This design comes from an exercise in tuning for small area, a short achievable clock period and few clock cycles per item on the open sky130 flow, not from production work. RTL that was checked went through simulation tests only; none was proved equivalent to the original. No functional check of the RTL was part of runs 5 and 6. The clock port is modelled as an ideal driver; clocking choices that lean on that would not hold on a real chip. No activity file was given, so power comes from the tool's default toggle rates.

--- design.v ---
package tlbpt_pkg;
   localparam int TLB_ENTRIES = 4;
   localparam int PAGE_COUNT  = 16;
   localparam int FRAME_COUNT = 8;
   localparam int PAGE_BYTES  = 256;
   localparam int TLB_W    = $clog2(TLB_ENTRIES);
   localparam int PAGE_W   = $clog2(PAGE_COUNT);
   localparam int FRAME_W  = $clog2(FRAME_COUNT);
   localparam int OFFSET_W = $clog2(PAGE_BYTES);
   localparam int ADDR_W  = 12;
   localparam int PHYS_W  = 11;
   localparam int COUNT_W = 16;
endpackage
import tlbpt_pkg::*;
module tlbpt_ctrl
(
   input  logic              clock,
   input  logic              reset,
   input  logic              start,
   input  logic [ADDR_W-1:0] req_addr,
   output logic              busy,
   output logic              req_valid,
   output logic              state_reset,
   output logic [ADDR_W-1:0] req_addr_ff
);
   always_ff @(posedge clock) begin
      if (reset) begin
         req_valid <= 1'b0;
      end else begin
         req_valid <= start;
      end
      req_addr_ff <= req_addr;
      state_reset <= reset;
   end
   assign busy = 1'b0;
endmodule
import tlbpt_pkg::*;
module tlbpt_datapath
(
   input  logic               clock,
   input  logic               reset,
   input  logic               state_reset,
   input  logic               valid,
   input  logic [ADDR_W-1:0]  addr,
   output logic               rsp_valid,
   output logic [PHYS_W-1:0]  phys_addr,
   output logic               tlb_hit,
   output logic               page_fault,
   output logic               evicted,
   output logic [PAGE_W-1:0]  evicted_page,
   output logic [FRAME_W-1:0] frame_used,
   output logic [TLB_W-1:0]   tlb_slot,
   output logic [COUNT_W-1:0] hit_total,
   output logic [COUNT_W-1:0] fault_total
);
   logic [FRAME_COUNT-1:0]              pos_valid_ff;
   logic [FRAME_COUNT-1:0][PAGE_W-1:0]  pos_page_ff;
   logic [FRAME_COUNT-1:0][FRAME_W-1:0] pos_frame_ff;
   logic [TLB_ENTRIES-1:0][TLB_W-1:0]   pos_slot_ff;
   logic [COUNT_W-1:0]                  hit_count_ff;
   logic [COUNT_W-1:0]                  fault_count_ff;
   logic                rsp_valid_ff;
   logic [OFFSET_W-1:0] offset_ff;
   logic                hit_ff;
   logic                fault_ff;
   logic                ev_ff;
   logic [PAGE_W-1:0]   ev_page_ff;
   logic [PAGE_W-1:0]      page;
   logic [FRAME_COUNT-1:0] match;
   logic                   resident;
   logic                   hit;
   logic                   full;
   logic                   evict;
   logic [FRAME_W-1:0]     used_count;
   logic [FRAME_W-1:0]     match_frame;
   logic [TLB_W-1:0]       match_slot;
   logic [FRAME_W-1:0]     new_frame;
   logic [TLB_W-1:0]       new_slot;
   logic [FRAME_COUNT-1:0] shift;
   assign page = addr[OFFSET_W +: PAGE_W];
   always_comb begin
      for (int k = 0; k < FRAME_COUNT; k++) begin
         match[k] = pos_valid_ff[k] && (pos_page_ff[k] == page);
      end
      resident = |match;
      hit      = |match[TLB_ENTRIES-1:0];
      full     = pos_valid_ff[FRAME_COUNT-1];
      evict    = !resident && full;
      used_count = '0;
      for (int k = 0; k < FRAME_COUNT; k++) begin
         if (pos_valid_ff[k]) used_count = FRAME_W'(k + 1);
      end
      match_frame = '0;
      for (int k = 0; k < FRAME_COUNT; k++) begin
         if (match[k]) match_frame = match_frame | pos_frame_ff[k];
      end
      match_slot = '0;
      for (int k = 0; k < TLB_ENTRIES; k++) begin
         if (match[k]) match_slot = match_slot | pos_slot_ff[k];
      end
      new_frame = resident ? match_frame : (full ? pos_frame_ff[FRAME_COUNT-1] : used_count);
      new_slot  = hit ? match_slot :
                  (pos_valid_ff[TLB_ENTRIES-1] ? pos_slot_ff[TLB_ENTRIES-1] : used_count[TLB_W-1:0]);
      shift[0] = 1'b1;
      for (int k = 1; k < FRAME_COUNT; k++) begin
         shift[k] = shift[k-1] && !match[k-1];
      end
   end
   always_ff @(posedge clock) begin
      rsp_valid_ff <= valid && !reset;
   end
   always_ff @(posedge clock) begin
      if (state_reset) begin
         pos_valid_ff <= '0;
      end else begin
         if (valid) begin
            pos_valid_ff[0] <= 1'b1;
            for (int k = 1; k < FRAME_COUNT; k++) begin
               if (shift[k]) pos_valid_ff[k] <= pos_valid_ff[k-1];
            end
         end
      end
   end
   tlbpt_counter u_hit_count (
      .clock (clock),
      .reset (state_reset),
      .inc   (valid && hit),
      .count (hit_count_ff)
   );
   tlbpt_counter u_fault_count (
      .clock (clock),
      .reset (state_reset),
      .inc   (valid && !resident),
      .count (fault_count_ff)
   );
   always_ff @(posedge clock) begin
      if (valid) begin
         pos_page_ff[0]  <= page;
         pos_frame_ff[0] <= new_frame;
         pos_slot_ff[0]  <= new_slot;
         for (int k = 1; k < FRAME_COUNT; k++) begin
            if (shift[k]) begin
               pos_page_ff[k]  <= pos_page_ff[k-1];
               pos_frame_ff[k] <= pos_frame_ff[k-1];
            end
         end
         for (int k = 1; k < TLB_ENTRIES; k++) begin
            if (shift[k]) pos_slot_ff[k] <= pos_slot_ff[k-1];
         end
      end
   end
   always_ff @(posedge clock) begin
      offset_ff  <= addr[OFFSET_W-1:0];
      hit_ff     <= hit;
      fault_ff   <= !resident;
      ev_ff      <= evict;
      ev_page_ff <= evict ? pos_page_ff[FRAME_COUNT-1] : '0;
   end
   assign rsp_valid    = rsp_valid_ff;
   assign phys_addr    = PHYS_W'({pos_frame_ff[0], offset_ff});
   assign tlb_hit      = hit_ff;
   assign page_fault   = fault_ff;
   assign evicted      = ev_ff;
   assign evicted_page = ev_page_ff;
   assign frame_used   = pos_frame_ff[0];
   assign tlb_slot     = pos_slot_ff[0];
   assign hit_total    = hit_count_ff;
   assign fault_total  = fault_count_ff;
endmodule
module tlbpt_counter
(
   input  logic               clock,
   input  logic               reset,
   input  logic               inc,
   output logic [COUNT_W-1:0] count
);
   always_ff @(posedge clock) begin
      if (reset) begin
         count <= '0;
      end else if (inc && (count != '1)) begin
         count <= count + COUNT_W'(1);
      end
   end
endmodule
import tlbpt_pkg::*;
module tlb_page_table_lru_translate_core
(
   input  logic               clock,
   input  logic               reset,
   input  logic               start,
   output logic               busy,
   input  logic [ADDR_W-1:0]  req_logical_address,
   output logic               rsp_valid,
   output logic [PHYS_W-1:0]  rsp_physical_address,
   output logic               rsp_tlb_hit,
   output logic               rsp_page_fault,
   output logic               rsp_evicted,
   output logic [PAGE_W-1:0]  rsp_evicted_page,
   output logic [FRAME_W-1:0] rsp_frame_used,
   output logic [TLB_W-1:0]   rsp_tlb_slot,
   output logic [COUNT_W-1:0] rsp_hit_total,
   output logic [COUNT_W-1:0] rsp_fault_total
);
   logic              req_valid;
   logic              state_reset;
   logic [ADDR_W-1:0] req_addr_ff;
   tlbpt_ctrl u_ctrl (
      .clock       (clock),
      .reset       (reset),
      .start       (start),
      .req_addr    (req_logical_address),
      .busy        (busy),
      .req_valid   (req_valid),
      .state_reset (state_reset),
      .req_addr_ff (req_addr_ff)
   );
   tlbpt_datapath u_datapath (
      .clock        (clock),
      .reset        (reset),
      .state_reset  (state_reset),
      .valid        (req_valid),
      .addr         (req_addr_ff),
      .rsp_valid    (rsp_valid),
      .phys_addr    (rsp_physical_address),
      .tlb_hit      (rsp_tlb_hit),
      .page_fault   (rsp_page_fault),
      .evicted      (rsp_evicted),
      .evicted_page (rsp_evicted_page),
      .frame_used   (rsp_frame_used),
      .tlb_slot     (rsp_tlb_slot),
      .hit_total    (rsp_hit_total),
      .fault_total  (rsp_fault_total)
   );
endmodule
--- constraint.sdc ---
create_clock -name core_clock -period 8.5 [get_ports {clock}]
set_input_delay 1.7000 -clock core_clock [delete_from_list [all_inputs] [get_ports {clock}]]
set_output_delay 1.7000 -clock core_clock [all_outputs]
set_load 0.01 [all_outputs]
--- flow/recover.tcl ---
# After global routing: downsize gates off the critical paths, then repair
# timing again to the same margin, and reroute the nets that changed.
global_route -start_incremental
repair_timing -recover_power 100 -verbose
repair_timing -setup_margin $::env(SETUP_SLACK_MARGIN) -repair_tns 100 -verbose
detailed_placement
global_route -end_incremental
estimate_parasitics -global_routing
report_design_area
report_worst_slack -max
--- flow/run.sh ---
#!/bin/bash
# Standard layout with small port buffers, a clock tree of small leaf buffers
# under one strong root buffer and no dummy loads, and timing repair aimed
# below the design's period.
set -euo pipefail
export BUFFER_PORTS_ARGS="-buffer_cell sky130_fd_sc_hd__buf_2"
export CTS_ARGS="-repair_clock_nets -dont_use_dummy_load -buf_list sky130_fd_sc_hd__clkbuf_4 -root_buf sky130_fd_sc_hd__clkbuf_16"
export SETUP_SLACK_MARGIN=5.8
export POST_GLOBAL_ROUTE_TCL="$(pwd)/flow/recover.tcl"
bash standard.sh > standard.log 2>&1
--- config.mk ---
export PLATFORM = sky130hd
export DESIGN_NAME = tlb_page_table_lru_translate_core
export DESIGN_NICKNAME = tlb_page_table_lru_translate_core
export VERILOG_FILES = /design/flow/design.v
export SDC_FILE = /design/flow/constraint.sdc
export NUM_CORES = 4
export LEC_CHECK = 0
export CAP_MARGIN = 20
export CORE_MARGIN = 2
export CORE_UTILIZATION = 60
export CTS_BUF_LIST = sky130_fd_sc_hd__clkbuf_4 sky130_fd_sc_hd__clkbuf_8
export CTS_CLUSTER_DIAMETER = 60
export CTS_CLUSTER_SIZE = 30
export SLEW_MARGIN = 20
--- standard.sh ---
#!/bin/bash
# synth_recipe.tcl (not shown) runs the flow's synth.tcl, then flattens the netlist and writes it again
# the make line also repeats each setting of config.mk as NAME=value (left out here)
make -C /OpenROAD-flow-scripts/flow DESIGN_CONFIG=/design/flow/config.mk WORK_HOME=/design/flow/orfs CLKGATE_MAP_FILE= SYNTH_SCRIPT=/design/flow/synth_recipe.tcl "${@:-finish}"
==> results of run 1 <==
layer usage:
layer,GRT usage (%),share of wire (%),vias up
li1,-,-,1729
met4,8.55,1.4,0
met3,6.59,6.6,13
met2,35.1,48,116
met1,29.2,44,1725
met5,0,0,-
logic make-up (layout without fill, tap and decap cells):
logic type | after synthesis | in the layout | synth area share, %
AND/OR/NAND/NOR | 149 | 150 | 16.0
flip-flops | 134 | 134 | 62.5
AO/OA/AOI/OAI | 65 | 65 | 8.10
XOR/XNOR | 45 | 45 | 7.70
buffers and inverters | 36 | 112 | 4.10
multiplexers | 5 | 5 | 0.989
adder cells (fa/ha/maj) | 2 | 2 | 0.471
other | 1 | 1 | 0.0706
cells in the final DEF (no fill, tap or decap), drive strengths merged, types with 13 or more instances in the layout:
cell	instances
clkbuf	74
edfxtp	64
nor3	14
nand2	27
nand3	13
xnor2	25
dfxtp	70
xor2	20
and3	17
nor2	33
buf	26
o21ai	15
a21oi	24
a22oi	14
state kept, by name, indices dropped and copies added (netlist names):
signal / flops
u_datapath.ev_page_ff: 4
u_datapath.pos_valid_ff: 8
u_datapath.hit_ff: 1
u_datapath.ev_ff: 1
u_datapath.rsp_valid_ff: 1
u_ctrl.req_valid: 1
u_ctrl.state_reset: 1
u_datapath.pos_frame_ff: 24
u_datapath.u_fault_count.count: 16
u_datapath.offset_ff: 8
u_datapath.pos_page_ff: 32
u_datapath.u_hit_count.count: 16
u_datapath.fault_ff: 1
u_datapath.pos_slot_ff: 8
u_ctrl.req_addr_ff: 12
final cells by class:
type | instances | share of cell area [%]
sequential | 134 | 57.4
multi-input combinational | 268 | 30.4
timing repair buffer | 83 | 6.45
clock buffer | 17 | 2.50
tap | 108 | 2.33
inverter | 12 | 0.841
per-stage QoR:
step / hold slack [ns] / utilization, %
final: 0.332 / 67.2
after CTS: 0.340 / 67.6
after detailed placement: 0.315 / 65.4
after global placement: 0.310 / 65.4
after floorplan: 0.310 / -
worst paths after layout:
kind                            slack (ns)                                from  depth (start not counted)                    endpoint
worst max-delay path                  5.86  u_datapath.u_fault_count.count[14]                          1         rsp_fault_total[14]
worst min register to register        0.33               u_ctrl.req_addr_ff[7]                          0     u_datapath.offset_ff[7]
worst max register to register        5.94              u_ctrl.req_addr_ff[10]                          7  u_datapath.pos_page_ff[31]
worst min-delay path                  0.33               u_ctrl.req_addr_ff[7]                          0     u_datapath.offset_ff[7]
power groups by stage:
stage                     logic, mW  clock network (mW)  registers [mW]
final                        0.0627               0.287           0.726
after CTS                    0.0642               0.299           0.727
after detailed placement     0.0623                   0           0.741
after global placement       0.0610                   0           0.741
after floorplan              0.0523                   0           0.732
==> qor.csv, run 1 <==
metric;value;unit
hold buffers post-CTS;0;
Crit. End Element;primary output;
Clock Skew;0.0319;ns
syn nets;454;
FF/Latch Area;0.00333;mm2
post-CTS sizing;11;
# fillers;721;
clock-pin slew on the worst setup and hold paths;0.11;ns
yosys warns;3;
maximum fanout along the worst path;5;
Tmin final;2.64;ns
worst vdd ir;0.0831;mV
Area contributors post-synth;edfxtp_1, dfxtp_1, xnor2_1;
final setup fails;0;
Post-route DRC;0;
initial core utilization;61.5;%
dpl hpwl;7140;um
layout net count;533;
Worst Setup Path Type;flop to primary output;
Clock power frac;26.7;%
CP required;6.80;ns
PortBufs;70;
Hold Path Class;flop to flop;
Num CTS Buffers;17;
GRT Overall Usage;22.2;%
post-route cell area;0.00580;mm2
Async S/R FF share, synth;0;%
most frequent cells after synthesis;dfxtp_1, edfxtp_1, nor2_1;
fmax;0.379;GHz
crit-path cells;clkbuf_1;
synthesized area per cell;12.2;um2
worst slew pin tran;1.07;ns
Skew-Pair Late Insertion Delay;0.35;ns
final hold vios;0;
Tcrit/Tclk final;31.1;%
antenna violations before repair;0;
top_reg_cell synth;dfxtp_1;
vias;3583;
DIE AREA;0.00963;mm2
#FFs+latches synth;134;
Setup WS post-layout;5.86;ns
clock sinks;134;
Setup Fix Bufs, Post-CTS;2;
setup TNS;0;ns
FP Rows;34;
CP max-delay cell;dfxtp_1;
Syn Inst Count;437;
DRT iter0 DRCs;145;
CTS tree;done;
max-cap violation count;0;
Net Sw Power;238;uW
status;finished clean;
startpoint types;flop;
placed inst area;0.00565;mm2
global route overflow;0;
area leader, netlist;edfxtp_1;
Post-DRT Antenna Nets;0;
GP Congestion;0.827;
num ports;72;
register area share after synthesis;62.5;%
Flop pwr share;67.5;%
Avg WL per Cell;16.9;um
Slew HR;28.2;%
delay-heaviest family, CP;flip-flops;
Mapped Area;0.00531;mm2
share of layout cells above drive strength 1;14.6;%
top-area cell type share of the netlist area;36.2;%
Internal;838;uW
CP max stage delay;0.43;ns
ant diodes;0;
number of flops mapped to enable cells by yosys;64;
Max clock buf depth;2;
Clock Tree Root;clkbuf_16;
die width;98.1;um
Cell Pwr Density;185;mW/mm2
logic gate share of total power;5.8;%
Finished Layout Cells;622;
Data arrival, critical path;0.94;ns
vias in the first global route;3372;
DR pass1 iterations;5;
area grow syn2layout;9.23;%
core area;0.00864;mm2
drt via density;5.76;
placed insts;594;
die height;98.1;um
largest net degree at the start of global routing;28;
count leader, synth;dfxtp_1;
area of the multi-input gates;0.00177;mm2
CTS H-tree lvls;4;
Sw Share;22.1;%
Final Max Tran Viols;0;
overall routed net length;10500;um
first-pass GRT wire length;16600;um
Netlist cell types;46;
Leak;2.05;nW
worst path buffer plus inverter count;1;
Pwr Total;1.08;mW
pre-CTS setup slack;5.38;ns
Testbench counts, summed over its fixed seeds: cycles 16,016, items 16,000.
==> inputs of run 2 (changes only) <==
--- a/config.mk
+++ b/config.mk
@@ -11,4 +11,5 @@
 export CTS_BUF_LIST = sky130_fd_sc_hd__clkbuf_4 sky130_fd_sc_hd__clkbuf_8
 export CTS_CLUSTER_DIAMETER = 60
 export CTS_CLUSTER_SIZE = 30
+export GPL_TIMING_DRIVEN = 0
 export SLEW_MARGIN = 20
==> run 2 against run 1 <==
Non-clock buffer count up 43. Final area rose by 7.6%. Critical endpoint is now rsp_physical_address[10]. Fmax fell by 8.5%. Routed wire length up 3.4%. Still clean on timing, DRC and antenna. Global-route usage grew 0.31 points. Synthesized area unchanged.
==> qor.csv, run 2 <==
metric;value;unit;change
status;finished clean;;unchanged
vias in the first global route;3557;;was 3372
largest family of logic cells by synthesized area;simple AND/OR/NAND/NOR gates;;unchanged
overall routed net length;10900;um;was 10500 um
hold path depth;0;;unchanged
placed inst area;0.00581;mm2;was 0.00565 mm2
Clock Skew;0.0394;ns;was 0.0319 ns
commonest non-fill, non-tap cell in the layout;dfxtp_1;;was edfxtp_1
simple-gate portion of the synthesized area;16.0;%;unchanged
Adder-Cell Fraction of Synth Area;0.471;%;unchanged
DRT iter0 DRCs;228;;was 145
worst r2r path cells;10;;was 7
Crit. End Element;primary output;;unchanged
CP required;6.80;ns;about the same
Post-route DRC;0;;unchanged
DR pass1 iterations;4;;was 5
CTS H-tree lvls;4;;unchanged
FP Rows;34;;unchanged
worst slew pin tran;0.729;ns;was 1.07 ns
Worst Setup Path Type;flop to primary output;;unchanged
Post-DRT Antenna Nets;0;;unchanged
CTS tree;done;;unchanged
global route overflow;0;;unchanged
initial core utilization;61.5;%;unchanged
largest net degree at the start of global routing;17;;was 28
drt via density;5.66;;was 5.76
final setup fails;0;;unchanged
worst vdd ir;0.110;mV;was 0.0831 mV
Reg-to-Reg Start;u_ctrl.req_addr_ff[9];;was u_ctrl.req_addr_ff[10]
first-pass GRT wire length;16900;um;was 16600 um
Mapped Area;0.00531;mm2;unchanged
Async S/R FF share, synth;0;%;unchanged
Setup Fix Bufs, Post-CTS;5;;was 2
most frequent cells after synthesis;dfxtp_1, edfxtp_1, nor2_1;;unchanged
ant diodes;0;;unchanged
GP Congestion;0.820;;was 0.827
register area share after synthesis;62.5;%;unchanged
Flop pwr share;65.1;%;was 67.5%
final hold vios;0;;unchanged
Hold Path Class;flop to flop;;unchanged
layout net count;575;;was 533
area leader, netlist;edfxtp_1;;unchanged
Clock power frac;26.5;%;was 26.7%
Synth Area in Compound Gates;8.10;%;unchanged
CP max stage delay;0.48;ns;was 0.43 ns
hold buffers post-CTS;0;;unchanged
Skew-Pair Late Insertion Delay;0.36;ns;was 0.35 ns
clock-pin slew on the worst setup and hold paths;0.11;ns;about the same
Most common cell on crit path;buf_6;;
synthesized area per cell;12.2;um2;unchanged
#FFs+latches synth;134;;unchanged
# fillers;660;;was 721
top-area cell type share of the netlist area;36.2;%;unchanged
area grow syn2layout;17.5;%;was 9.23%
startpoint types;flop;;unchanged
Regs by FF count;u_datapath.pos_page_ff (32), u_datapath.pos_frame_ff (24);;unchanged
hold slack;0.317;ns;was 0.332 ns
Net Sw Power;251;uW;was 238 uW
top_reg_cell synth;dfxtp_1;;unchanged
setup TNS;0;ns;unchanged
DIE AREA;0.00963;mm2;unchanged
post-route cell area;0.00624;mm2;was 0.00580 mm2
Cell Pwr Density;177;mW/mm2;was 185 mW/mm2
num ports;72;;unchanged
most frequent cells in the layout;dfxtp_1, edfxtp_1, clkbuf_1;;was edfxtp_1, dfxtp_1, clkbuf_1
Tcrit/Tclk final;34.0;%;was 31.1%
number of flops mapped to enable cells by yosys;64;;unchanged
antenna violations before repair;0;;unchanged
Hold Path Origin;u_ctrl.req_addr_ff[1];;was u_ctrl.req_addr_ff[7]
die height;98.1;um;unchanged
r2r setup slk;5.93;ns;was 5.94 ns
syn nets;454;;unchanged
Max clock buf depth;2;;unchanged
yosys warns;3;;unchanged
GRT Overall Usage;22.5;%;was 22.2%
PortBufs;70;;unchanged
Final Max Tran Viols;0;;unchanged
max FFs per register;32;;unchanged
Avg WL per Cell;16.4;um;was 16.9 um
dpl hpwl;7520;um;was 7140 um
clock sinks;134;;unchanged
CP Launch Point;u_datapath.pos_frame_ff[2];;was u_datapath.u_fault_count.count[14]
logic gate share of total power;8.4;%;was 5.8%
Tmin final;2.89;ns;was 2.64 ns
CP max-delay cell;edfxtp_1;;was dfxtp_1
utilization after layout;72.3;%;was 67.2%
die width;98.1;um;unchanged
core area;0.00864;mm2;unchanged
Syn Inst Count;437;;unchanged
Data arrival, critical path;1.19;ns;was 0.94 ns
post-synthesis mux area share;0.989;%;unchanged
Internal;854;uW;was 838 uW
count leader, synth;dfxtp_1;;unchanged
Hold EP;u_datapath.offset_ff[1];;was u_datapath.offset_ff[7]
Leak;2.30;nW;was 2.05 nW
maximum fanout along the worst path;4;;was 5
Sw Share;22.8;%;was 22.1%
crit-path cells;buf_6 > buf_6 > buf_6;;was clkbuf_1
share of layout cells above drive strength 1;21.0;%;was 14.6%
R2R Path End;u_datapath.u_fault_count.count[7];;was u_datapath.pos_page_ff[31]
Slew HR;51.1;%;was 28.2%
fmax;0.346;GHz;was 0.379 GHz
vias;3757;;was 3583
Area contributors post-synth;edfxtp_1, dfxtp_1, xnor2_1;;unchanged
post-synthesis xor/xnor area fraction;7.70;%;unchanged
Biggest register;u_datapath.pos_page_ff;;unchanged
Netlist cell types;46;;unchanged
Num CTS Buffers;17;;unchanged
Clock Tree Root;clkbuf_16;;unchanged
max-cap violation count;0;;unchanged
post-CTS sizing;15;;was 11
-- run 2: cell counts after synthesis --
Identical to the previous run, type by type.
-- run 2: worst max-delay path by stage --
stage / end / slack [ns] / depth (start not counted)
floorplan: u_datapath.pos_frame_ff[15] / 6.04 / 7
finish: rsp_physical_address[10] / 5.61 / 3
global placement: u_datapath.u_fault_count.count[10] / 5.32 / 6
CTS: rsp_physical_address[9] / 5.68 / 2
detailed placement: u_datapath.pos_page_ff[31] / 5.42 / 5
-- run 2: critical path: cells and delay by family (launching register included) --
kind | cells | cell delay [ns]
flip-flops | 1 | 0.48
buffers and inverters | 3 | 0.37
-- run 2: layer usage --
metal  GRT usage, %  wire [um]
met5              0          0
met4           7.69        110
met3           5.65        663
met2           38.5       5630
met1           28.0       4480
-- run 2: layout make-up --
cell class / instances / area (um2) / area share [%]
clock buffers: 17 / 145 / 2.32
multi-input cells: 267 / 1840 / 29.5
well taps: 108 / 135 / 2.16
plain buffers: 24 / 163 / 2.61
flip-flops and latches: 134 / 3330 / 53.3
inverters: 12 / 48.8 / 0.782
repair buffers: 102 / 581 / 9.30
-- run 2: stage by stage --
stage,setup WS [ns],power [mW],cells
floorplan,6.04,0.784,437
CTS,5.68,1.11,638
finish,5.61,1.11,664
global placement,5.32,0.810,615
detailed placement,5.42,0.813,616
-- run 2: power by group through the flow --
stage                     registers [mW]  logic (mW)  clock network [mW]
final                              0.720      0.0927               0.293
after floorplan                    0.732      0.0523                   0
after CTS                          0.719      0.0866               0.300
after detailed placement           0.734      0.0786                   0
after global placement             0.733      0.0769                   0
-- run 2: cells by family (layout without fill, tap and decap cells) --
kind of cell | after synthesis | after routing
xor gates and xnor gates | 45 | 45
and+or+nand+nor | 149 | 149
adders and majority gates | 2 | 2
buffers and inverters | 36 | 155
AOI/OAI and AO/OA | 65 | 65
other | 1 | 1
DFF | 134 | 134
muxes | 5 | 5
==> inputs of run 3 (changes only) <==
--- a/flow/run.sh
+++ b/flow/run.sh
@@ -6,5 +6,6 @@
 export BUFFER_PORTS_ARGS="-buffer_cell sky130_fd_sc_hd__buf_2"
 export CTS_ARGS="-repair_clock_nets -dont_use_dummy_load -buf_list sky130_fd_sc_hd__clkbuf_4 -root_buf sky130_fd_sc_hd__clkbuf_16"
 export SETUP_SLACK_MARGIN=5.8
+export SETUP_MOVE_SEQUENCE="unbuffer,sizeup,swap"
 export POST_GLOBAL_ROUTE_TCL="$(pwd)/flow/recover.tcl"
 bash standard.sh > standard.log 2>&1
--- a/config.mk
+++ b/config.mk
@@ -11,5 +11,4 @@
 export CTS_BUF_LIST = sky130_fd_sc_hd__clkbuf_4 sky130_fd_sc_hd__clkbuf_8
 export CTS_CLUSTER_DIAMETER = 60
 export CTS_CLUSTER_SIZE = 30
-export GPL_TIMING_DRIVEN = 0
 export SLEW_MARGIN = 20
==> run 3 against run 2 <==
Still clean on timing, DRC and antenna. Clock skew is 0.0071 ns lower. Via count fell by 4.3%. Setup slack improved by 0.25 ns. Sequential share of layout area up 3.5 points. Largest cell class unchanged.
==> qor.csv, run 3 <==
metric;value;unit;change
PortBufs;70;;unchanged
Area contributors post-synth;edfxtp_1, dfxtp_1, xnor2_1;;unchanged
Netlist cell types;46;;unchanged
Leak;2.09;nW;was 2.30 nW
status;finished clean;;unchanged
largest net degree at the start of global routing;28;;was 17
r2r setup slk;5.93;ns;about the same
Regs by FF count;u_datapath.pos_page_ff (32), u_datapath.pos_frame_ff (24);;unchanged
register area share after synthesis;62.5;%;unchanged
most frequent cells in the layout;edfxtp_1, dfxtp_1, clkbuf_1;;was dfxtp_1, edfxtp_1, clkbuf_1
initial core utilization;61.5;%;unchanged
Crit. End Element;primary output;;unchanged
DR pass1 iterations;4;;unchanged
antenna violations before repair;0;;unchanged
Setup Fix Bufs, Post-CTS;0;;was 5
Worst Setup Path Type;flop to primary output;;unchanged
Pwr Total;1.08;mW;was 1.11 mW
dpl hpwl;7140;um;was 7520 um
CTS H-tree lvls;4;;unchanged
DRT iter0 DRCs;190;;was 228
maximum fanout along the worst path;4;;unchanged
FP Rows;34;;unchanged
number of flops mapped to enable cells by yosys;64;;unchanged
Post-DRT Antenna Nets;0;;unchanged
max FFs per register;32;;unchanged
Tcrit/Tclk final;31.0;%;was 34.0%
CP max stage delay;0.44;ns;was 0.48 ns
share of layout cells above drive strength 1;15.4;%;was 21.0%
area grow syn2layout;10.3;%;was 17.5%
Async S/R FF share, synth;0;%;unchanged
num ports;72;;unchanged
# fillers;710;;was 660
Post-route DRC;0;;unchanged
die width;98.1;um;unchanged
CP required;6.80;ns;about the same
global route overflow;0;;unchanged
overall routed net length;10500;um;was 10900 um
post-CTS sizing;11;;was 15
synthesized area per cell;12.2;um2;unchanged
Hold Path Origin;u_ctrl.req_addr_ff[7];;was u_ctrl.req_addr_ff[1]
Hold EP;u_datapath.offset_ff[7];;was u_datapath.offset_ff[1]
die height;98.1;um;unchanged
most frequent cells after synthesis;dfxtp_1, edfxtp_1, nor2_1;;unchanged
clock-pin slew on the worst setup and hold paths;0.11;ns;about the same
Clock Skew;0.0322;ns;was 0.0394 ns
Data arrival, critical path;0.94;ns;was 1.19 ns
vias in the first global route;3380;;was 3557
Avg WL per Cell;16.7;um;was 16.4 um
Reg-to-Reg Start;u_ctrl.req_addr_ff[9];;unchanged
final hold vios;0;;unchanged
Biggest register;u_datapath.pos_page_ff;;unchanged
hold buffers post-CTS;0;;unchanged
max-cap violation count;0;;unchanged
#FFs+latches synth;134;;unchanged
syn nets;454;;unchanged
ant diodes;0;;unchanged
CTS tree;done;;unchanged
Max clock buf depth;2;;unchanged
Cell Pwr Density;184;mW/mm2;was 177 mW/mm2
crit-path cells;clkbuf_2;;was buf_6 > buf_6 > buf_6
fmax;0.379;GHz;was 0.346 GHz
CP max-delay cell;edfxtp_1;;unchanged
drt via density;5.73;;was 5.66
worst vdd ir;0.0838;mV;was 0.110 mV
yosys warns;3;;unchanged
DIE AREA;0.00963;mm2;unchanged
core area;0.00864;mm2;unchanged
Hold Path Class;flop to flop;;unchanged
top_reg_cell synth;dfxtp_1;;unchanged
clock sinks;134;;unchanged
final setup fails;0;;unchanged
Num CTS Buffers;17;;unchanged
worst slew pin tran;0.954;ns;was 0.729 ns
Clock Tree Root;clkbuf_16;;unchanged
layout net count;539;;was 575
top-area cell type share of the netlist area;36.2;%;unchanged
vias;3597;;was 3757
R2R Path End;u_datapath.u_fault_count.count[15];;was u_datapath.u_fault_count.count[7]
Skew-Pair Late Insertion Delay;0.35;ns;was 0.36 ns
Slew HR;36.4;%;was 51.1%
startpoint types;flop;;unchanged
worst r2r path cells;8;;was 10
first-pass GRT wire length;16500;um;was 16900 um
setup TNS;0;ns;unchanged
worst path buffer plus inverter count;1;;was 3
delay-heaviest family, CP;flip-flops;;unchanged
GRT Overall Usage;22.1;%;was 22.5%
count leader, synth;dfxtp_1;;unchanged
Syn Inst Count;437;;unchanged
area leader, netlist;edfxtp_1;;unchanged
commonest non-fill, non-tap cell in the layout;edfxtp_1;;was dfxtp_1
Mapped Area;0.00531;mm2;unchanged
Final Max Tran Viols;0;;unchanged
GP Congestion;0.827;;was 0.820
Tmin final;2.64;ns;was 2.89 ns
hold path depth;0;;unchanged
run 3: metrics by stage:
stage / cell area, um2 / utilization [%] / hold slack [ns] / std cells / setup slack [ns]
4_1_cts: 5820 / 67.4 / 0.340 / 611 / 5.81
2_1_floorplan: 5310 / - / 0.310 / 437 / 6.04
3_3_place_gp: 5650 / 65.4 / 0.310 / 594 / 5.47
3_5_place_dp: 5650 / 65.4 / 0.315 / 594 / 5.38
6_report: 5860 / 67.9 / 0.329 / 628 / 5.86
run 3: cells by family (layout without fill, tap and decap cells):
logic type                 after synthesis  count (layout)  share of synthesized area [%]
and+or+nand+nor                        149             150                           16.0
DFF                                    134             134                           62.5
AOI/OAI and AO/OA                       65              65                           8.10
xor gates and xnor gates                45              45                           7.70
buffers and inverters                   36             118                           4.10
muxes                                    5               5                          0.989
adders and majority gates                2               2                          0.471
other                                    1               1                         0.0706
run 3: cell type report:
class	count	area [um2]	area share, %
Clock buffer	17	145	2.48
Inverter	12	48.8	0.832
Multi-Input combinational cell	268	1780	30.4
Sequential cell	134	3330	56.9
Tap cell	108	135	2.30
Timing Repair Buffer	89	417	7.11
run 3: per-layer routing:
| metal | share of wire, % | GRT usage, % |
|---|---|---|
| met5 | 0 | 0 |
| met4 | 1.4 | 8.12 |
| met3 | 7.0 | 7.02 |
| met2 | 48 | 35.0 |
| met1 | 44 | 29.0 |
run 3: worst max-delay path by stage:
stage | startpoint | to | slack [ns] | cells past startpoint
CTS | u_ctrl.req_addr_ff[11] | u_datapath.pos_valid_ff[5] | 5.81 | 7
finish | u_datapath.pos_frame_ff[1] | rsp_frame_used[1] | 5.86 | 1
floorplan | u_ctrl.req_addr_ff[9] | u_datapath.pos_frame_ff[15] | 6.04 | 7
detailed placement | u_ctrl.req_addr_ff[10] | u_datapath.pos_page_ff[20] | 5.38 | 7
global placement | u_ctrl.req_addr_ff[10] | u_datapath.pos_page_ff[20] | 5.47 | 7
run 3: power by group:
part | switching, mW | internal [mW] | total (mW)
registers | 0.0230 | 0.704 | 0.727
logic | 0.0386 | 0.0265 | 0.0651
clock network | 0.177 | 0.109 | 0.286
==> inputs of run 4 (changes only) <==
--- a/flow/run.sh
+++ b/flow/run.sh
@@ -6,6 +6,6 @@
 export BUFFER_PORTS_ARGS="-buffer_cell sky130_fd_sc_hd__buf_2"
 export CTS_ARGS="-repair_clock_nets -dont_use_dummy_load -buf_list sky130_fd_sc_hd__clkbuf_4 -root_buf sky130_fd_sc_hd__clkbuf_16"
 export SETUP_SLACK_MARGIN=5.8
-export SETUP_MOVE_SEQUENCE="unbuffer,sizeup,swap"
+export POST_CTS_TCL="$(pwd)/flow/recover_cts.tcl"
 export POST_GLOBAL_ROUTE_TCL="$(pwd)/flow/recover.tcl"
 bash standard.sh > standard.log 2>&1
==> flow/recover_cts.tcl (new file) <==
# After clock tree synthesis and its timing repair: downsize gates off the
# critical paths, repair timing again to the same margin, legalize.
repair_timing -recover_power 100 -verbose
repair_timing -setup_margin $::env(SETUP_SLACK_MARGIN) -repair_tns 100 -verbose
detailed_placement
estimate_parasitics -placement
report_design_area
report_worst_slack -max
==> run 4 against run 3 <==
Still clean on timing, DRC and antenna. Final cell count rose by 0.32%. Worst hold slack better by 0.0060 ns. Via count rose by 0.75%. Critical endpoint unchanged.
==> qor.csv, run 4 <==
metric;value;unit;change
maximum fanout along the worst path;4;;unchanged
post-synthesis xor/xnor area fraction;7.70;%;unchanged
Syn Inst Count;437;;unchanged
max FFs per register;32;;unchanged
area leader, netlist;edfxtp_1;;unchanged
post-route cell area;0.00586;mm2;about the same
Hold Path Class;flop to flop;;unchanged
Synth Area in Compound Gates;8.10;%;unchanged
largest net degree at the start of global routing;22;;was 28
global route overflow;0;;unchanged
GRT Overall Usage;22.9;%;was 22.1%
antenna violations before repair;0;;unchanged
DIE AREA;0.00963;mm2;unchanged
dpl hpwl;7140;um;unchanged
worst vdd ir;0.0819;mV;was 0.0838 mV
die height;98.1;um;unchanged
Slew HR;36.9;%;was 36.4%
vias in the first global route;3424;;was 3380
Data arrival, critical path;0.94;ns;about the same
die width;98.1;um;unchanged
commonest non-fill, non-tap cell in the layout;edfxtp_1;;unchanged
Worst Setup Path Type;flop to primary output;;unchanged
Mapped Area;0.00531;mm2;unchanged
PortBufs;70;;unchanged
yosys warns;3;;unchanged
Clock Skew;0.0317;ns;was 0.0322 ns
core area;0.00864;mm2;unchanged
Tcrit/Tclk final;31.1;%;was 31.0%
Avg WL per Cell;16.9;um;was 16.7 um
top_reg_cell synth;dfxtp_1;;unchanged
Crit. End Element;primary output;;unchanged
CP max-delay cell;edfxtp_1;;unchanged
synthesized area per cell;12.2;um2;unchanged
share of layout cells above drive strength 1;15.1;%;was 15.4%
max-cap violation count;0;;unchanged
layout net count;541;;was 539
delay-heaviest family, CP;flip-flops;;unchanged
Leak;2.06;nW;was 2.09 nW
setup TNS;0;ns;unchanged
overall routed net length;10700;um;was 10500 um
largest family of logic cells by synthesized area;simple AND/OR/NAND/NOR gates;;unchanged
worst slew pin tran;0.947;ns;was 0.954 ns
register area share after synthesis;62.5;%;unchanged
ant diodes;0;;unchanged
startpoint types;flop;;unchanged
Tmin final;2.64;ns;about the same
drt via density;5.75;;was 5.73
count leader, synth;dfxtp_1;;unchanged
DR pass1 iterations;7;;was 4
area grow syn2layout;10.3;%;about the same
Biggest register;u_datapath.pos_page_ff;;unchanged
clock sinks;134;;unchanged
Skew-Pair Late Insertion Delay;0.35;ns;about the same
fmax;0.379;GHz;about the same
most frequent cells in the layout;edfxtp_1, dfxtp_1, clkbuf_1;;unchanged
placed inst area;0.00565;mm2;unchanged
syn nets;454;;unchanged
Area contributors post-synth;edfxtp_1, dfxtp_1, xnor2_1;;unchanged
vias;3624;;was 3597
Adder-Cell Fraction of Synth Area;0.471;%;unchanged
#FFs+latches synth;134;;unchanged
GP Congestion;0.827;;unchanged
CTS tree;done;;unchanged
first-pass GRT wire length;17200;um;was 16500 um
Regs by FF count;u_datapath.pos_page_ff (32), u_datapath.pos_frame_ff (24);;unchanged
crit-path cells;clkbuf_2;;unchanged
worst path buffer plus inverter count;1;;unchanged
utilization after layout;67.8;%;was 67.9%
Post-route DRC;0;;unchanged
post-synthesis mux area share;0.989;%;unchanged
top-area cell type share of the netlist area;36.2;%;unchanged
status;finished clean;;unchanged
simple-gate portion of the synthesized area;16.0;%;unchanged
Netlist cell types;46;;unchanged
CP max stage delay;0.44;ns;about the same
CP required;6.80;ns;about the same
final hold vios;0;;unchanged
initial core utilization;61.5;%;unchanged
Async S/R FF share, synth;0;%;unchanged
Final Max Tran Viols;0;;unchanged
clock-pin slew on the worst setup and hold paths;0.11;ns;about the same
DRT iter0 DRCs;191;;was 190
number of flops mapped to enable cells by yosys;64;;unchanged
most frequent cells after synthesis;dfxtp_1, edfxtp_1, nor2_1;;unchanged
FP Rows;34;;unchanged
num ports;72;;unchanged
Post-DRT Antenna Nets;0;;unchanged
Cell Pwr Density;184;mW/mm2;about the same
final setup fails;0;;unchanged
-- run 4: cell counts after synthesis --
No cell type changed its count.
-- run 4: per-stage QoR --
step,cells,worst slack (ns),power (mW),hold slack [ns]
2_1_floorplan,437,6.04,0.784,0.310
3_3_place_gp,594,5.47,0.802,0.310
3_5_place_dp,594,5.38,0.804,0.315
6_report,630,5.86,1.08,0.335
-- run 4: worst paths after layout --
path         slack, ns                     endpoint  depth (start not counted)                        from
max               5.86            rsp_frame_used[1]                          1  u_datapath.pos_frame_ff[1]
min               0.33      u_datapath.offset_ff[7]                          0       u_ctrl.req_addr_ff[7]
max reg2reg       5.93  u_datapath.pos_frame_ff[17]                          7      u_ctrl.req_addr_ff[10]
min reg2reg       0.33      u_datapath.offset_ff[7]                          0       u_ctrl.req_addr_ff[7]
-- run 4: metal layers --
metal  share of wire [%]  wire length [um]  track usage [%]  vias to the layer above
met5                   0                 0                0                        -
met4                 1.4               149             8.55                        0
met3                 7.2               768             6.51                       14
met2                  48              5080             36.1                      137
met1                  44              4650             30.5                     1728
li1                    -                 -                -                     1745
-- run 4: power breakdown --
| part | switching [mW] | total [mW] | internal [mW] |
|---|---|---|---|
| sequential | 0.0231 | 0.726 | 0.703 |
| clock | 0.179 | 0.288 | 0.109 |
| combinational | 0.0386 | 0.0640 | 0.0253 |
-- run 4: cell families (layout without fill, tap and decap cells) --
kind of cell / count (synthesis) / after routing
compound gates: 65 / 65
xor+xnor: 45 / 45
fa+ha+maj: 2 / 2
buf+inv: 36 / 120
flops: 134 / 134
mux: 5 / 5
other cells: 1 / 1
simple gates: 149 / 150
-- run 4: area by class of cell --
class / count / area, um2
timing repair buffer: 91 / 408
sequential: 134 / 3340
inverter: 12 / 48.8
tap: 108 / 135
multi-input combinational: 268 / 1780
fill: 710 / 2780
clock buffer: 17 / 145
==> inputs of run 5 (changes only) <==
--- a/design.v
+++ b/design.v
@@ -65,6 +65,8 @@
    logic                fault_ff;
    logic                ev_ff;
    logic [PAGE_W-1:0]   ev_page_ff;
+   logic [FRAME_W-1:0]  frame_ff;       
+   logic [TLB_W-1:0]    slot_ff;        
    logic [PAGE_W-1:0]      page;
    logic [FRAME_COUNT-1:0] match;
    logic                   resident;
@@ -155,15 +157,17 @@
       fault_ff   <= !resident;
       ev_ff      <= evict;
       ev_page_ff <= evict ? pos_page_ff[FRAME_COUNT-1] : '0;
+      frame_ff   <= new_frame;
+      slot_ff    <= new_slot;
    end
    assign rsp_valid    = rsp_valid_ff;
-   assign phys_addr    = PHYS_W'({pos_frame_ff[0], offset_ff});
+   assign phys_addr    = PHYS_W'({frame_ff, offset_ff});
    assign tlb_hit      = hit_ff;
    assign page_fault   = fault_ff;
    assign evicted      = ev_ff;
    assign evicted_page = ev_page_ff;
-   assign frame_used   = pos_frame_ff[0];
-   assign tlb_slot     = pos_slot_ff[0];
+   assign frame_used   = frame_ff;
+   assign tlb_slot     = slot_ff;
    assign hit_total    = hit_count_ff;
    assign fault_total  = fault_count_ff;
 endmodule
==> flow/run.sh (replaced) <==
#!/bin/bash
# Standard layout with small port buffers, a clock tree of small leaf buffers
# under one strong root buffer and no dummy loads, and timing repair aimed
# below the design's period.
set -euo pipefail
export BUFFER_PORTS_ARGS="-buffer_cell sky130_fd_sc_hd__buf_2"
export CTS_ARGS="-repair_clock_nets -dont_use_dummy_load -buf_list sky130_fd_sc_hd__clkbuf_8 -root_buf sky130_fd_sc_hd__clkbuf_16"
export SETUP_SLACK_MARGIN=6.05
export POST_GLOBAL_ROUTE_TCL="$(pwd)/flow/recover.tcl"
bash standard.sh > standard.log 2>&1
removed: flow/recover_cts.tcl
==> run 5 against run 4 <==
Combinational power increased by 55%. Synthesized area increased by 0.19%. Setup slack improved by 0.13 ns. Critical endpoint is now rsp_fault_total[9]. Largest power group unchanged.
==> qor.csv, run 5 <==
metric;value;unit;change
final hold vios;0;;unchanged
Cell Pwr Density;177;mW/mm2;was 184 mW/mm2
synthesized area per cell;12.1;um2;was 12.2 um2
worst slew pin tran;0.915;ns;was 0.947 ns
Data arrival, critical path;0.81;ns;was 0.94 ns
max-cap violation count;0;;unchanged
vias in the first global route;3830;;was 3424
top-area cell type share of the netlist area;36.1;%;was 36.2%
status;finished clean;;unchanged
first-pass GRT wire length;18700;um;was 17200 um
Hold Path Class;flop to flop;;unchanged
CP max stage delay;0.36;ns;was 0.44 ns
Num CTS Buffers;17;;
Leak;2.67;nW;was 2.06 nW
Pwr Total;1.24;mW;was 1.08 mW
post-CTS sizing;110;;
Skew-Pair Late Insertion Delay;0.37;ns;was 0.35 ns
startpoint types;flop;;unchanged
drt via density;5.83;;was 5.75
Max clock buf depth;2;;
CTS H-tree lvls;4;;
largest net degree at the start of global routing;39;;was 22
Async S/R FF share, synth;0;%;unchanged
Clock Tree Root;clkbuf_16;;
num ports;72;;unchanged
# fillers;514;;was 710
area leader, netlist;edfxtp_1;;unchanged
Netlist cell types;48;;was 46
top_reg_cell synth;dfxtp_1;;unchanged
hold buffers post-CTS;0;;
most frequent cells after synthesis;dfxtp_1, edfxtp_1, nor2_1;;unchanged
Syn Inst Count;440;;was 437
DR pass1 iterations;5;;was 7
ant diodes;0;;unchanged
dpl hpwl;7150;um;was 7140 um
die height;98.2;um;was 98.1 um
Clock Skew;0.0376;ns;was 0.0317 ns
crit-path cells;buf_6;;was clkbuf_2
yosys warns;3;;unchanged
share of layout cells above drive strength 1;40.2;%;was 15.1%
Avg WL per Cell;17.9;um;was 16.9 um
most frequent cells in the layout;edfxtp_1, buf_4, buf_6;;was edfxtp_1, dfxtp_1, clkbuf_1
overall routed net length;12400;um;was 10700 um
#FFs+latches synth;139;;was 134
area grow syn2layout;31.9;%;was 10.3%
DRT iter0 DRCs;270;;was 191
Regs by FF count;u_datapath.pos_page_ff (32), u_datapath.pos_frame_ff (24);;unchanged
GRT Overall Usage;24.4;%;was 22.9%
CTS tree;done;;unchanged
worst vdd ir;0.137;mV;was 0.0819 mV
clock sinks;139;;was 134
FP Rows;34;;unchanged
initial core utilization;61.3;%;was 61.5%
clock-pin slew on the worst setup and hold paths;0.06;ns;was 0.11 ns
antenna violations before repair;0;;unchanged
Setup Fix Bufs, Post-CTS;34;;
Post-DRT Antenna Nets;0;;unchanged
core area;0.00868;mm2;was 0.00864 mm2
Tmin final;2.51;ns;was 2.64 ns
Post-route DRC;0;;unchanged
global route overflow;0;;unchanged
vias;4026;;was 3624
Worst Setup Path Type;flop to primary output;;unchanged
fmax;0.398;GHz;was 0.379 GHz
Mapped Area;0.00532;mm2;was 0.00531 mm2
Crit. End Element;primary output;;unchanged
die width;98.2;um;was 98.1 um
CP required;6.80;ns;about the same
GP Congestion;0.796;;was 0.827
max FFs per register;32;;unchanged
hold slack;0.330;ns;was 0.335 ns
count leader, synth;dfxtp_1;;unchanged
number of flops mapped to enable cells by yosys;64;;unchanged
utilization after layout;80.9;%;was 67.8%
setup TNS;0;ns;unchanged
Final Max Tran Viols;0;;unchanged
maximum fanout along the worst path;5;;was 4
final setup fails;0;;unchanged
Tcrit/Tclk final;29.6;%;was 31.1%
layout net count;601;;was 541
register area share after synthesis;64.3;%;was 62.5%
CP max-delay cell;dfxtp_4;;was edfxtp_1
Biggest register;u_datapath.pos_page_ff;;unchanged
Slew HR;39.0;%;was 36.9%
commonest non-fill, non-tap cell in the layout;edfxtp_1;;unchanged
Area contributors post-synth;edfxtp_1, dfxtp_1, xnor2_1;;unchanged
delay-heaviest family, CP;flip-flops;;unchanged
DIE AREA;0.00964;mm2;was 0.00963 mm2
syn nets;457;;was 454
PortBufs;70;;unchanged
worst path buffer plus inverter count;1;;unchanged
-- run 5: per-layer routing --
layer / GRT usage (%) / part of all wire [%] / wire length, um
met1: 33.5 / 40 / 4970
met3: 5.01 / 7.9 / 972
met5: 0 / 0 / 0
met2: 39.7 / 50 / 6170
met4: 7.38 / 2.0 / 244
-- run 5: area by class of cell --
| class | count | area [um2] | share of cell area [%] |
|---|---|---|---|
| repair buffers | 143 | 1170 | 16.7 |
| flip-flops and latches | 139 | 3490 | 49.8 |
| well taps | 108 | 135 | 1.92 |
| clock buffers | 17 | 245 | 3.49 |
| multi-input cells | 271 | 1920 | 27.4 |
| inverters | 12 | 50.0 | 0.713 |
-- run 5: path summary, 6_finish.rpt --
kind                                             to                               from  slack [ns]  depth (start not counted)
hold / removal              u_datapath.offset_ff[2]              u_ctrl.req_addr_ff[2]        0.33                          0
hold reg to reg             u_datapath.offset_ff[2]              u_ctrl.req_addr_ff[2]        0.33                          0
setup / recovery                 rsp_fault_total[9]  u_datapath.u_fault_count.count[9]        5.99                          1
setup reg to reg  u_datapath.u_fault_count.count[5]              u_ctrl.req_addr_ff[9]        6.04                          7
-- run 5: cell families (layout without fill, tap and decap cells) --
group                      count (synthesis)  after routing  share of synthesized area, %
other                                      1              1                        0.0704
xor gates and xnor gates                  46             46                          7.71
DFF                                      139            139                          64.3
and+or+nand+nor                          152            152                          15.3
AOI/OAI and AO/OA                         63             63                          7.80
muxes                                      7              7                          1.36
buffers and inverters                     30            172                          2.98
adders and majority gates                  2              2                         0.470
-- run 5: metrics by stage --
stage	cell area, um2	instances	setup WS (ns)
2_1_floorplan	5330	440	6.13
3_3_place_gp	5750	607	5.64
3_5_place_dp	5750	607	5.59
4_1_cts	6680	658	5.96
6_report	7020	690	5.99
-- run 5: where the power goes --
| part | total, mW | switching (mW) | internal [mW] |
|---|---|---|---|
| Clock | 0.389 | 0.201 | 0.188 |
| Combinational | 0.0992 | 0.0514 | 0.0478 |
| Sequential | 0.755 | 0.0222 | 0.733 |
==> inputs of run 6 (changes only) <==
--- a/flow/run.sh
+++ b/flow/run.sh
@@ -5,6 +5,6 @@
 set -euo pipefail
 export BUFFER_PORTS_ARGS="-buffer_cell sky130_fd_sc_hd__buf_2"
 export CTS_ARGS="-repair_clock_nets -dont_use_dummy_load -buf_list sky130_fd_sc_hd__clkbuf_8 -root_buf sky130_fd_sc_hd__clkbuf_16"
-export SETUP_SLACK_MARGIN=6.05
+export SETUP_SLACK_MARGIN=5.95
 export POST_GLOBAL_ROUTE_TCL="$(pwd)/flow/recover.tcl"
 bash standard.sh > standard.log 2>&1
==> run 6 against run 5 <==
Power down 1.0%. Synthesized area unchanged. Sequential cell count unchanged. Synthesized cell count unchanged. Sequential power down 0.7%. Global-route usage up 0.085 points. Non-clock buffer count down 13. Setup slack worse by 0.021 ns. Via count down 0.42%. Final area down 4.9%. Fmax down 0.82%. Highest routed layer unchanged.
==> qor.csv, run 6 <==
metric;value;unit;change
status;finished clean;;unchanged
worst vdd ir;0.113;mV;was 0.137 mV
first-pass GRT wire length;18500;um;was 18700 um
Clock Tree Root;clkbuf_16;;unchanged
top-area cell type share of the netlist area;36.1;%;unchanged
CTS H-tree lvls;4;;unchanged
synthesized area per cell;12.1;um2;unchanged
Worst Setup Path Type;flop to primary output;;unchanged
DIE AREA;0.00964;mm2;unchanged
top_reg_cell synth;dfxtp_1;;unchanged
Skew-Pair Late Insertion Delay;0.36;ns;was 0.37 ns
largest family of logic cells by synthesized area;simple AND/OR/NAND/NOR gates;;unchanged
register area share after synthesis;64.3;%;unchanged
Regs by FF count;u_datapath.pos_page_ff (32), u_datapath.pos_frame_ff (24);;unchanged
PortBufs;70;;unchanged
CP max stage delay;0.36;ns;about the same
share of layout cells above drive strength 1;34.8;%;was 40.2%
utilization after layout;77.0;%;was 80.9%
Hold Path Class;flop to flop;;unchanged
Tmin final;2.54;ns;was 2.51 ns
Setup Fix Bufs, Post-CTS;28;;was 34
setup TNS;0;ns;unchanged
final hold vios;0;;unchanged
worst slew pin tran;0.918;ns;was 0.915 ns
core area;0.00868;mm2;unchanged
DR pass1 iterations;5;;unchanged
drt via density;5.92;;was 5.83
clock-pin slew on the worst setup and hold paths;0.07;ns;was 0.06 ns
num ports;72;;unchanged
count leader, synth;dfxtp_1;;unchanged
# fillers;563;;was 514
Syn Inst Count;440;;unchanged
vias in the first global route;3710;;was 3830
overall routed net length;12300;um;was 12400 um
global route overflow;0;;unchanged
DRT iter0 DRCs;296;;was 270
CP required;6.80;ns;about the same
area grow syn2layout;25.5;%;was 31.9%
CP max-delay cell;dfxtp_4;;unchanged
initial core utilization;61.3;%;unchanged
simple-gate portion of the synthesized area;15.3;%;unchanged
hold buffers post-CTS;0;;unchanged
Tcrit/Tclk final;29.8;%;was 29.6%
vias;4009;;was 4026
antenna violations before repair;0;;unchanged
Netlist cell types;48;;unchanged
startpoint types;flop;;unchanged
CTS tree;done;;unchanged
Final Max Tran Viols;0;;unchanged
Leak;2.51;nW;was 2.67 nW
post-CTS sizing;63;;was 110
number of flops mapped to enable cells by yosys;64;;unchanged
syn nets;457;;unchanged
layout net count;588;;was 601
clock sinks;139;;unchanged
Cell Pwr Density;184;mW/mm2;was 177 mW/mm2
Max clock buf depth;2;;unchanged
fmax;0.394;GHz;was 0.398 GHz
most frequent cells after synthesis;dfxtp_1, edfxtp_1, nor2_1;;unchanged
commonest non-fill, non-tap cell in the layout;edfxtp_1;;unchanged
maximum fanout along the worst path;4;;was 5
GP Congestion;0.874;;was 0.796
GRT Overall Usage;24.4;%;about the same
Area contributors post-synth;edfxtp_1, dfxtp_1, xnor2_1;;unchanged
most frequent cells in the layout;edfxtp_1, buf_4, dfxtp_1;;was edfxtp_1, buf_4, buf_6
Biggest register;u_datapath.pos_page_ff;;unchanged
worst path buffer plus inverter count;1;;unchanged
die height;98.2;um;unchanged
post-synthesis mux area share;1.36;%;unchanged
final setup fails;0;;unchanged
Mapped Area;0.00532;mm2;unchanged
post-synthesis xor/xnor area fraction;7.71;%;unchanged
Synth Area in Compound Gates;7.80;%;unchanged
Data arrival, critical path;0.84;ns;was 0.81 ns
delay-heaviest family, CP;flip-flops;;unchanged
area leader, netlist;edfxtp_1;;unchanged
Crit. End Element;primary output;;unchanged
max-cap violation count;0;;unchanged
die width;98.2;um;unchanged
yosys warns;3;;unchanged
crit-path cells;buf_6;;unchanged
Slew HR;38.8;%;was 39.0%
Post-route DRC;0;;unchanged
FP Rows;34;;unchanged
max FFs per register;32;;unchanged
Num CTS Buffers;17;;unchanged
dpl hpwl;7290;um;was 7150 um
Async S/R FF share, synth;0;%;unchanged
#FFs+latches synth;139;;unchanged
Adder-Cell Fraction of Synth Area;0.470;%;unchanged
Avg WL per Cell;18.2;um;was 17.9 um
Clock Skew;0.0325;ns;was 0.0376 ns
ant diodes;0;;unchanged
largest net degree at the start of global routing;39;;unchanged
Post-DRT Antenna Nets;0;;unchanged
## run 6: cell counts after synthesis
Identical to the previous run, type by type.
## run 6: kinds of logic (layout without fill, tap and decap cells)
| family | count (synthesis) | after routing |
|---|---|---|
| AOI/OAI and AO/OA | 63 | 63 |
| other | 1 | 1 |
| DFF | 139 | 139 |
| and+or+nand+nor | 152 | 152 |
| muxes | 7 | 7 |
| buffers and inverters | 30 | 159 |
| xor gates and xnor gates | 46 | 46 |
| adders and majority gates | 2 | 2 |
## run 6: through the flow
step / setup WS, ns / cell area, um2 / std cells / power (mW) / hold WS, ns
2_1_floorplan: 6.04 / 5320 / 440 / 0.813 / 0.310
3_3_place_gp: 5.52 / 5740 / 606 / 0.837 / 0.310
3_5_place_dp: 5.44 / 5750 / 606 / 0.839 / 0.316
4_1_cts: 5.91 / 6360 / 651 / 1.23 / 0.332
6_report: 5.96 / 6680 / 677 / 1.23 / 0.328
## run 6: path summary, 6_finish.rpt
check	slack [ns]	endpoint	start	cells after the start
setup / recovery	5.96	rsp_hit_total[5]	u_datapath.u_hit_count.count[5]	1
hold / removal	0.33	u_datapath.offset_ff[4]	u_ctrl.req_addr_ff[4]	0
setup reg to reg	6.02	u_datapath.u_fault_count.count[5]	u_ctrl.req_addr_ff[8]	11
hold reg to reg	0.33	u_datapath.offset_ff[4]	u_ctrl.req_addr_ff[4]	0
## run 6: cell type report
| class | count | area, um2 | share of cell area [%] |
|---|---|---|---|
| flip-flops and latches | 139 | 3500 | 52.3 |
| multi-input cells | 271 | 1920 | 28.8 |
| repair buffers | 130 | 832 | 12.5 |
| clock buffers | 17 | 245 | 3.67 |
| well taps | 108 | 135 | 2.02 |
| inverters | 12 | 48.8 | 0.731 |
## run 6: layer usage
metal	vias to the layer above	part of all wire, %	track usage, %
met5	-	0	0
met4	0	1.8	6.74
met3	24	8.3	6.01
met2	212	49	39.0
met1	1922	41	33.9
li1	1851	-	-
## run 6: power by group
group | switching [mW] | internal (mW) | leakage (nW) | total, mW
Combinational | 0.0515 | 0.0340 | 1.15 | 0.0856
Sequential | 0.0200 | 0.730 | 1.24 | 0.750
Clock | 0.207 | 0.188 | 0.127 | 0.395
Total | 0.278 | 0.952 | 2.51 | 1.23
==> inputs of run 7 (changes only) <==
--- a/design.v
+++ b/design.v
@@ -65,8 +65,6 @@
    logic                fault_ff;
    logic                ev_ff;
    logic [PAGE_W-1:0]   ev_page_ff;
-   logic [FRAME_W-1:0]  frame_ff;       
-   logic [TLB_W-1:0]    slot_ff;        
    logic [PAGE_W-1:0]      page;
    logic [FRAME_COUNT-1:0] match;
    logic                   resident;
@@ -157,17 +155,15 @@
       fault_ff   <= !resident;
       ev_ff      <= evict;
       ev_page_ff <= evict ? pos_page_ff[FRAME_COUNT-1] : '0;
-      frame_ff   <= new_frame;
-      slot_ff    <= new_slot;
    end
    assign rsp_valid    = rsp_valid_ff;
-   assign phys_addr    = PHYS_W'({frame_ff, offset_ff});
+   assign phys_addr    = PHYS_W'({pos_frame_ff[0], offset_ff});
    assign tlb_hit      = hit_ff;
    assign page_fault   = fault_ff;
    assign evicted      = ev_ff;
    assign evicted_page = ev_page_ff;
-   assign frame_used   = frame_ff;
-   assign tlb_slot     = slot_ff;
+   assign frame_used   = pos_frame_ff[0];
+   assign tlb_slot     = pos_slot_ff[0];
    assign hit_total    = hit_count_ff;
    assign fault_total  = fault_count_ff;
 endmodule
==> flow/run.sh (replaced) <==
#!/bin/bash
# Standard layout with: an area-oriented ABC script in synthesis, small port
# buffers, a clock tree of small leaf buffers under one strong root buffer
# and no dummy loads, and timing repair aimed below the design's period.
set -euo pipefail
W="$(pwd)"
export AREA_ABC_SCRIPT="$W/flow/area.abc"
export FLOW_SYNTH_TCL="$W/synth_recipe.tcl"
export BUFFER_PORTS_ARGS="-buffer_cell sky130_fd_sc_hd__buf_2"
export CTS_ARGS="-repair_clock_nets -dont_use_dummy_load -buf_list sky130_fd_sc_hd__clkbuf_4 -root_buf sky130_fd_sc_hd__clkbuf_16"
export SETUP_SLACK_MARGIN=5.8
bash standard.sh SYNTH_SCRIPT="$W/flow/area_synth.tcl" synth > synth.log 2>&1
export POST_GLOBAL_ROUTE_TCL="$W/flow/recover.tcl"
bash standard.sh > standard.log 2>&1
==> flow/area.abc (new file) <==
strash
dch
map -a
topo
==> flow/area_synth.tcl (new file) <==
# synth_recipe.tcl (the standard synthesis) with an area-oriented ABC mapping
# script in place of ORFS's: only the combinational mapping changes, the
# registers are the standard synthesis's.
proc abc {args} {
  set i [lsearch -exact $args -script]
  if {$i >= 0} {
    lset args [expr {$i + 1}] $::env(AREA_ABC_SCRIPT)
  }
  yosys abc {*}$args
}
source $::env(FLOW_SYNTH_TCL)
==> run 7 against run 6 <==
Clock-buffer cell count unchanged. Via count is 2.4% lower. Fmax decreased by 5.1%. Register-to-register slack got worse by 0.05 ns. Synthesized cell count grew 11%. Sequential share of layout area rose by 4.3 points. Worst hold slack improved by 0.0055 ns. Global-route usage up 0.59 points. Clock skew increased by 0.0097 ns. Clock power down 26%. Final cell count increased by 1.8%. Setup slack lost 0.14 ns.
==> qor.csv, run 7 <==
metric;value;unit;change
DIE AREA;0.00926;mm2;was 0.00964 mm2
DR pass1 iterations;5;;unchanged
PortBufs;70;;unchanged
max-cap violation count;0;;unchanged
synthesized area per cell;10.4;um2;was 12.1 um2
Post-DRT Antenna Nets;0;;unchanged
Leak;1.96;nW;was 2.51 nW
post-CTS sizing;26;;was 63
commonest non-fill, non-tap cell in the layout;clkinv_1;;was edfxtp_1
Mapped Area;0.00510;mm2;was 0.00532 mm2
first-pass GRT wire length;17200;um;was 18500 um
Reg-to-Reg Start;u_ctrl.req_addr_ff[9];;was u_ctrl.req_addr_ff[8]
max FFs per register;32;;unchanged
logic gate share of total power;7.6;%;was 7.0%
R2R Path End;u_datapath.u_fault_count.count[15];;was u_datapath.u_fault_count.count[5]
Worst Setup Path Type;flop to primary output;;unchanged
Internal;847;uW;was 952 uW
Finished Layout Cells;689;;was 677
CTS H-tree lvls;4;;unchanged
Crit. End Element;primary output;;unchanged
antenna violations before repair;0;;unchanged
Cell Pwr Density;188;mW/mm2;was 184 mW/mm2
final setup fails;0;;unchanged
#FFs+latches synth;134;;was 139
vias;3911;;was 4009
Tcrit/Tclk final;31.5;%;was 29.8%
final hold vios;0;;unchanged
worst slew pin tran;0.525;ns;was 0.918 ns
GRT Overall Usage;25.0;%;was 24.4%
hold buffers post-CTS;0;;unchanged
Pwr Total;1.11;mW;was 1.23 mW
initial core utilization;62.1;%;was 61.3%
clock sinks;134;;was 139
area leader, netlist;edfxtp_1;;unchanged
yosys warns;3;;unchanged
placed insts;657;;was 606
startpoint types;flop;;unchanged
GP Congestion;0.850;;was 0.874
Regs by FF count;u_datapath.pos_page_ff (32), u_datapath.pos_frame_ff (24);;unchanged
Async S/R FF share, synth;0;%;unchanged
Num CTS Buffers;17;;unchanged
largest net degree at the start of global routing;24;;was 39
Hold Path Class;flop to flop;;unchanged
Hold Path Origin;u_ctrl.req_addr_ff[1];;was u_ctrl.req_addr_ff[4]
top_reg_cell synth;dfxtp_1;;unchanged
Final Max Tran Viols;0;;unchanged
maximum fanout along the worst path;3;;was 4
drt via density;5.68;;was 5.92
layout net count;603;;was 588
die width;96.2;um;was 98.2 um
Max clock buf depth;2;;unchanged
core area;0.00822;mm2;was 0.00868 mm2
ant diodes;0;;unchanged
global route overflow;0;;unchanged
utilization after layout;71.6;%;was 77.0%
Worst path depth;1;;unchanged
count leader, synth;clkinv_1;;was dfxtp_1
Netlist cell types;27;;was 48
Biggest register;u_datapath.pos_page_ff;;unchanged
Clock Tree Root;clkbuf_16;;unchanged
vias in the first global route;3574;;was 3710
CP max stage delay;0.45;ns;was 0.36 ns
worst vdd ir;0.0975;mV;was 0.113 mV
share of layout cells above drive strength 1;13.2;%;was 34.8%
clock-pin slew on the worst setup and hold paths;0.12;ns;was 0.07 ns
register area share after synthesis;65.1;%;was 64.3%
delay-heaviest family, CP;flip-flops;;unchanged
Slew HR;64.7;%;was 38.8%
Post-route DRC;0;;unchanged
syn nets;507;;was 457
number of flops mapped to enable cells by yosys;64;;unchanged
Setup Fix Bufs, Post-CTS;5;;was 28
status;finished clean;;unchanged
overall routed net length;11000;um;was 12300 um
CP required;6.80;ns;about the same
Sw Share;23.5;%;was 22.6%
Net Sw Power;259;uW;was 278 uW
Syn Inst Count;490;;was 440
FP Rows;33;;was 34
CP max-delay cell;edfxtp_1;;was dfxtp_4
area grow syn2layout;15.2;%;was 25.5%
dpl hpwl;7680;um;was 7290 um
crit-path cells;clkbuf_2;;was buf_6
Tmin final;2.67;ns;was 2.54 ns
worst path buffer plus inverter count;1;;unchanged
top-area cell type share of the netlist area;37.7;%;was 36.1%
Data arrival, critical path;0.97;ns;was 0.84 ns
Clock power frac;26.5;%;was 32.1%
Flop pwr share;65.9;%;was 60.9%
fmax;0.374;GHz;was 0.394 GHz
most frequent cells in the layout;clkinv_1, dfxtp_1, edfxtp_1;;was edfxtp_1, buf_4, dfxtp_1
worst r2r path cells;16;;was 11
DRT iter0 DRCs;275;;was 296
critical path endpoint;rsp_frame_used[0];;was rsp_hit_total[5]
num ports;72;;unchanged
Area contributors post-synth;edfxtp_1, dfxtp_1, clkinv_1;;was edfxtp_1, dfxtp_1, xnor2_1
setup TNS;0;ns;unchanged
Clock Skew;0.0422;ns;was 0.0325 ns
CTS tree;done;;unchanged
r2r setup slk;5.97;ns;was 6.02 ns
die height;96.2;um;was 98.2 um
most frequent cells after synthesis;clkinv_1, dfxtp_1, edfxtp_1;;was dfxtp_1, edfxtp_1, nor2_1
CP Launch Point;u_datapath.pos_frame_ff[0];;was u_datapath.u_hit_count.count[5]
Skew-Pair Late Insertion Delay;0.37;ns;was 0.36 ns
Avg WL per Cell;15.9;um;was 18.2 um
-- run 7: worst min path at each step --
stage	depth (start not counted)	to	slack, ns
2_1_floorplan	0	u_datapath.offset_ff[0]	0.31
3_3_place_gp	0	u_datapath.offset_ff[0]	0.31
3_5_place_dp	0	u_datapath.offset_ff[2]	0.32
4_1_cts	0	u_datapath.offset_ff[1]	0.33
6_report	0	u_datapath.offset_ff[1]	0.33
-- run 7: cell families (layout without fill, tap and decap cells) --
logic type      count (synthesis)  count (layout)  share of synthesized area, %
buf+inv                        85             179                          6.91
other cells                     1               1                        0.0735
fa+ha+maj                       2               2                         0.490
flops                         134             134                          65.1
simple gates                  144             144                          12.3
xor+xnor                       11              11                          1.89
compound gates                113             113                          13.2
-- run 7: routing by layer --
layer	vias to the layer above	GRT usage, %	part of all wire (%)	wire, um
li1	1911	-	-	-
met1	1842	33.0	44	4780
met2	142	40.0	49	5420
met3	16	6.89	5.9	653
met4	0	8.57	1.2	132
met5	-	0	0	0
-- run 7: layout make-up --
class                   count  area, um2
flip-flops and latches    134       3330
fillers                   663       2340
multi-input cells         271       1550
repair buffers             86        412
inverters                  76        312
clock buffers              17        145
well taps                 105        131
-- run 7: power by group through the flow --
stage / Clock [mW] / Combinational [mW] / Sequential, mW
2_1_floorplan: 0 / 0.0496 / 0.739
6_report: 0.293 / 0.0844 / 0.729
3_5_place_dp: 0 / 0.0750 / 0.743
3_3_place_gp: 0 / 0.0740 / 0.743
4_1_cts: 0.301 / 0.0810 / 0.729
-- run 7: metrics by stage --
| step | hold WS (ns) | cell area (um2) | setup slack (ns) |
|---|---|---|---|
| floorplan | 0.310 | 5140 | 5.71 |
| global placement | 0.309 | 5560 | 4.94 |
| detailed placement | 0.316 | 5560 | 4.90 |
| CTS | 0.330 | 5820 | 5.78 |
| finish | 0.333 | 5880 | 5.83 |
Testbench counts of run 7, summed over its fixed seeds: cycles 16,016, items 16,000.

[what the ideal ports hide]
How much do the figures lean on ideal ports? The routed layouts below were timed once more, with nothing changed but the port constraints.
Step 1 assumes that a clkbuf_16 drives the clock port and a buf_2 every other input.
Step 2 adds t to the input delays and takes it off the output delays; t is the mean of the earliest and latest rising clock arrival at the registers after step 1. Input paths then give back, and output paths get back, about the clock's delay inside the block.
a / b / c = no drivers / after step 1 / after step 2; a / b = the first two.
run | t (ns) | setup slack, ns | worst slew at a driven data input, ns
run 1 | 0.373 | 5.860 / 5.822 / 5.941 | 0.04
run 2 | 0.378 | 5.613 / 5.574 / 5.931 | 0.03
run 3 | 0.372 | 5.863 / 5.826 / 5.932 | 0.04
run 4 | 0.376 | 5.858 / 5.821 / 5.928 | 0.04
run 5 | 0.387 | 5.985 / 5.946 / 6.038 | 0.03
run 6 | 0.386 | 5.964 / 5.927 / 6.020 | 0.03
run 7 | 0.386 | 5.827 / 5.787 / 5.967 | 0.04
After both steps setup and hold are still met in every run listed.
